Background: an optimization exercise with open tools, aiming at small area and a short achievable clock period. Do not read the settings as production practice. Function was checked by simulation only, so behaviour that the tests miss may differ from the original. Power is estimated from default activity; no workload was simulated.

## v46
Design router, start of the top module:
module router (
        input  wire logic        clk,
        input  wire logic        reset_i,
        input  wire logic [7:0]  location_i,             
        input  wire logic [79:0] flit_i,                 
        input  wire logic [4:0]  valid_i,
        output logic      [4:0]  credit_o,
        output logic      [79:0] flit_o,                 
        output logic      [4:0]  valid_o,
        input  wire logic [4:0]  credit_i
);
Size in the first run: ~2,200 cells after synthesis, ~400 flip-flops, ~190 I/O pins, roughly 20,000 sq um of cells after synthesis.
Settings: LEC_CHECK=0, ABC_AREA=1, CAP_MARGIN=20, CORE_MARGIN=2, CORE_UTILIZATION=60, CTS_BUF_LIST=sky130_fd_sc_hd__clkbuf_8, CTS_CLUSTER_DIAMETER=50, CTS_CLUSTER_SIZE=16, PLACE_DENSITY=0.8, SETUP_SLACK_MARGIN=3.0, SLEW_MARGIN=20; clock period 8.0 ns.
standard.sh (not shown) runs the stock make flow with config.mk's settings and CLKGATE_MAP_FILE= SYNTH_SCRIPT=/design/flow/synth_recipe.tcl, a recipe that flattens the netlist after the stock synthesis.
==> flow/flow/run.sh <==
#!/bin/bash
# Standard layout, with these changes to how it is made:
# - the smallest buffer on every port instead of the flow's default pick;
# - global routing steered off the lowest layers (fastroute.tcl);
# - no half-adder cells, so the compare logic goes through abc as plain gates;
set -euo pipefail
here=$(cd "$(dirname "${BASH_SOURCE[0]}")" && pwd)
export BUFFER_PORTS_ARGS="-buffer_cell sky130_fd_sc_hd__buf_1"
export FASTROUTE_TCL="$here/fastroute.tcl"

# The platform's don't-use list, plus the half adders.
dont_use="sky130_fd_sc_hd__probe_p_8 sky130_fd_sc_hd__probec_p_8 sky130_fd_sc_hd__lpflow_bleeder_1"
for n in 1 16 2 4 8; do
  dont_use+=" sky130_fd_sc_hd__lpflow_clkbufkapwr_$n sky130_fd_sc_hd__lpflow_clkinvkapwr_$n"
done
for n in 12 3 4 6 8; do dont_use+=" sky130_fd_sc_hd__lpflow_decapkapwr_$n"; done
dont_use+=" sky130_fd_sc_hd__lpflow_inputiso0n_1 sky130_fd_sc_hd__lpflow_inputiso0p_1"
dont_use+=" sky130_fd_sc_hd__lpflow_inputiso1n_1 sky130_fd_sc_hd__lpflow_inputiso1p_1"
dont_use+=" sky130_fd_sc_hd__lpflow_inputisolatch_1"
for n in 1 16 2 4 8; do dont_use+=" sky130_fd_sc_hd__lpflow_isobufsrc_$n"; done
dont_use+=" sky130_fd_sc_hd__lpflow_isobufsrckapwr_16"
for n in 1 2 4; do dont_use+=" sky130_fd_sc_hd__lpflow_lsbuf_lh_hl_isowell_tap_$n"; done
dont_use+=" sky130_fd_sc_hd__lpflow_lsbuf_lh_isowell_4"
for n in 1 2 4; do dont_use+=" sky130_fd_sc_hd__lpflow_lsbuf_lh_isowell_tap_$n"; done
dont_use+=" sky130_fd_sc_hd__ha_1 sky130_fd_sc_hd__ha_2 sky130_fd_sc_hd__ha_4"

cp -r "$FLOW_HOME/scripts" scripts_abc
cp "$here/abc_area.script" scripts_abc/abc_area.script
export SCRIPTS_DIR="$PWD/scripts_abc"

sed -e "s|\"\${@:-finish}\"|DONT_USE_CELLS='$dont_use' \"\${@:-finish}\"|" standard.sh > standard_noha.sh
bash standard_noha.sh > standard_flow.log 2>&1
==> flow/flow/abc_area.script <==
strash
dch
map -B 0.9
topo
stime -c
upsize -c
dnsize -c
==> flow/flow/fastroute.tcl <==
# Global routing resources: keep more of met1 and met2 free for pin access
# and push longer routes up to met3 and met4.
set_global_routing_layer_adjustment met1 0.45
set_global_routing_layer_adjustment met2 0.35
set_global_routing_layer_adjustment met3-met5 0.15

set_routing_layers -clock met3-met5
set_routing_layers -signal met1-met5
For v59, these inputs were changed with respect to v46:
- CORE_UTILIZATION changed from 60 to 55
- PLACE_DENSITY changed from 0.8 to 0.75
diff --git a/flow/flow/run.sh b/flow/flow/run.sh
--- a/flow/flow/run.sh
+++ b/flow/flow/run.sh
@@ -5,0 +6 @@
+# - no dummy loads in the clock tree (same clustering as config.mk asks for).
@@ -9,0 +11 @@
+export CTS_ARGS="-sink_clustering_enable -repair_clock_nets -sink_clustering_size 16 -sink_clustering_max_diameter 50 -buf_list sky130_fd_sc_hd__clkbuf_8 -dont_use_dummy_load"
@@ -27,4 +28,0 @@
-cp -r "$FLOW_HOME/scripts" scripts_abc
-cp "$here/abc_area.script" scripts_abc/abc_area.script
-export SCRIPTS_DIR="$PWD/scripts_abc"
-
removed: flow/flow/abc_area.script
--- outcome ---
- Final design utilization is higher on v46
- For final cell area excluding filler cells, v59 and v46 come out practically identical.
- v59 against v46: area after synthesis climbed about 3.5%; number of global-route vias before repair dropped about 4.6%.
- Compared to v46, v59 has smallest hold slack 0.0044 ns higher.
- Compared with v46, in v59 maximum frequency lower; logic gate share of total power went up by 3.3 points.
For v45, these inputs were changed with respect to v59:
- CORE_UTILIZATION changed from 55 to 50
- ABC_AREA removed (was 1)
- PLACE_DENSITY changed from 0.75 to 0.65
==> flow/flow/run.sh <==
#!/bin/bash
# Standard layout, with the smallest buffer on every port instead of the
# flow's default pick, and global routing steered off the lowest layers.
set -euo pipefail
here=$(cd "$(dirname "${BASH_SOURCE[0]}")" && pwd)
export BUFFER_PORTS_ARGS="-buffer_cell sky130_fd_sc_hd__buf_1"
export FASTROUTE_TCL="$here/fastroute.tcl"
bash standard.sh > standard_flow.log 2>&1
Findings:
v59 has a higher total number of multi-input combinational cells than v45.
As far as total overflow reported by the global router is concerned, v45 and v59 perform about the same.
Average size of a mapped cell, v59 and v45, higher one = v45.
Non-clock buffer total of the final layout went up slightly going from v59 to v45.
a32o_2 as the cell with the largest stage delay on the worst path was reported by v45, and clkinvlp_4 by v59.
Initial core utilization: v45 vs v59 down 5.4 points
v45 vs. v59: worst hold path cell count moved down, count of cell instances traversed by the critical path fell 5, non-clock buffer contribution to total cell area rose 0.19 points.
Compare v59 and v45 | final worst hold slack higher: v45
Lower xor/xnor share of the synthesized area was reported by v59, not v45.

what the ideal ports hide:
In the flow no input, the clock included, has a driving cell. The finished layouts below were timed again as built, in two steps. Step 1, drivers: a clkbuf_16 drives clk and a buf_2 each remaining input, both assumed. Step 2 times the ports against the registers' clock, not the clock port: input delays grow and output delays shrink by t, the midpoint of the rising clock arrivals with the driver on. a / b / c = ideal / step 1 / step 2; a / b = the first two.
run | t, ns | setup slack, ns | hold slack, ns | worst register clock-pin slew, ns
v46 | 0.663 | 3.050 / 2.986 / 2.986 | 0.487 / 0.487 / 0.487 | 0.10 / 0.10
v59 | 0.652 | 2.965 / 2.903 / 2.903 | 0.492 / 0.492 / 0.492 | 0.10 / 0.10
v45 | 0.701 | 2.514 / 2.463 / 2.463 | 0.498 / 0.498 / 0.498 | 0.10 / 0.10
After both steps setup and hold are still met in every run listed. The setup slack of v46, which loses most, moves by -0.064 ns with the drivers and by -0.064 ns with both steps.
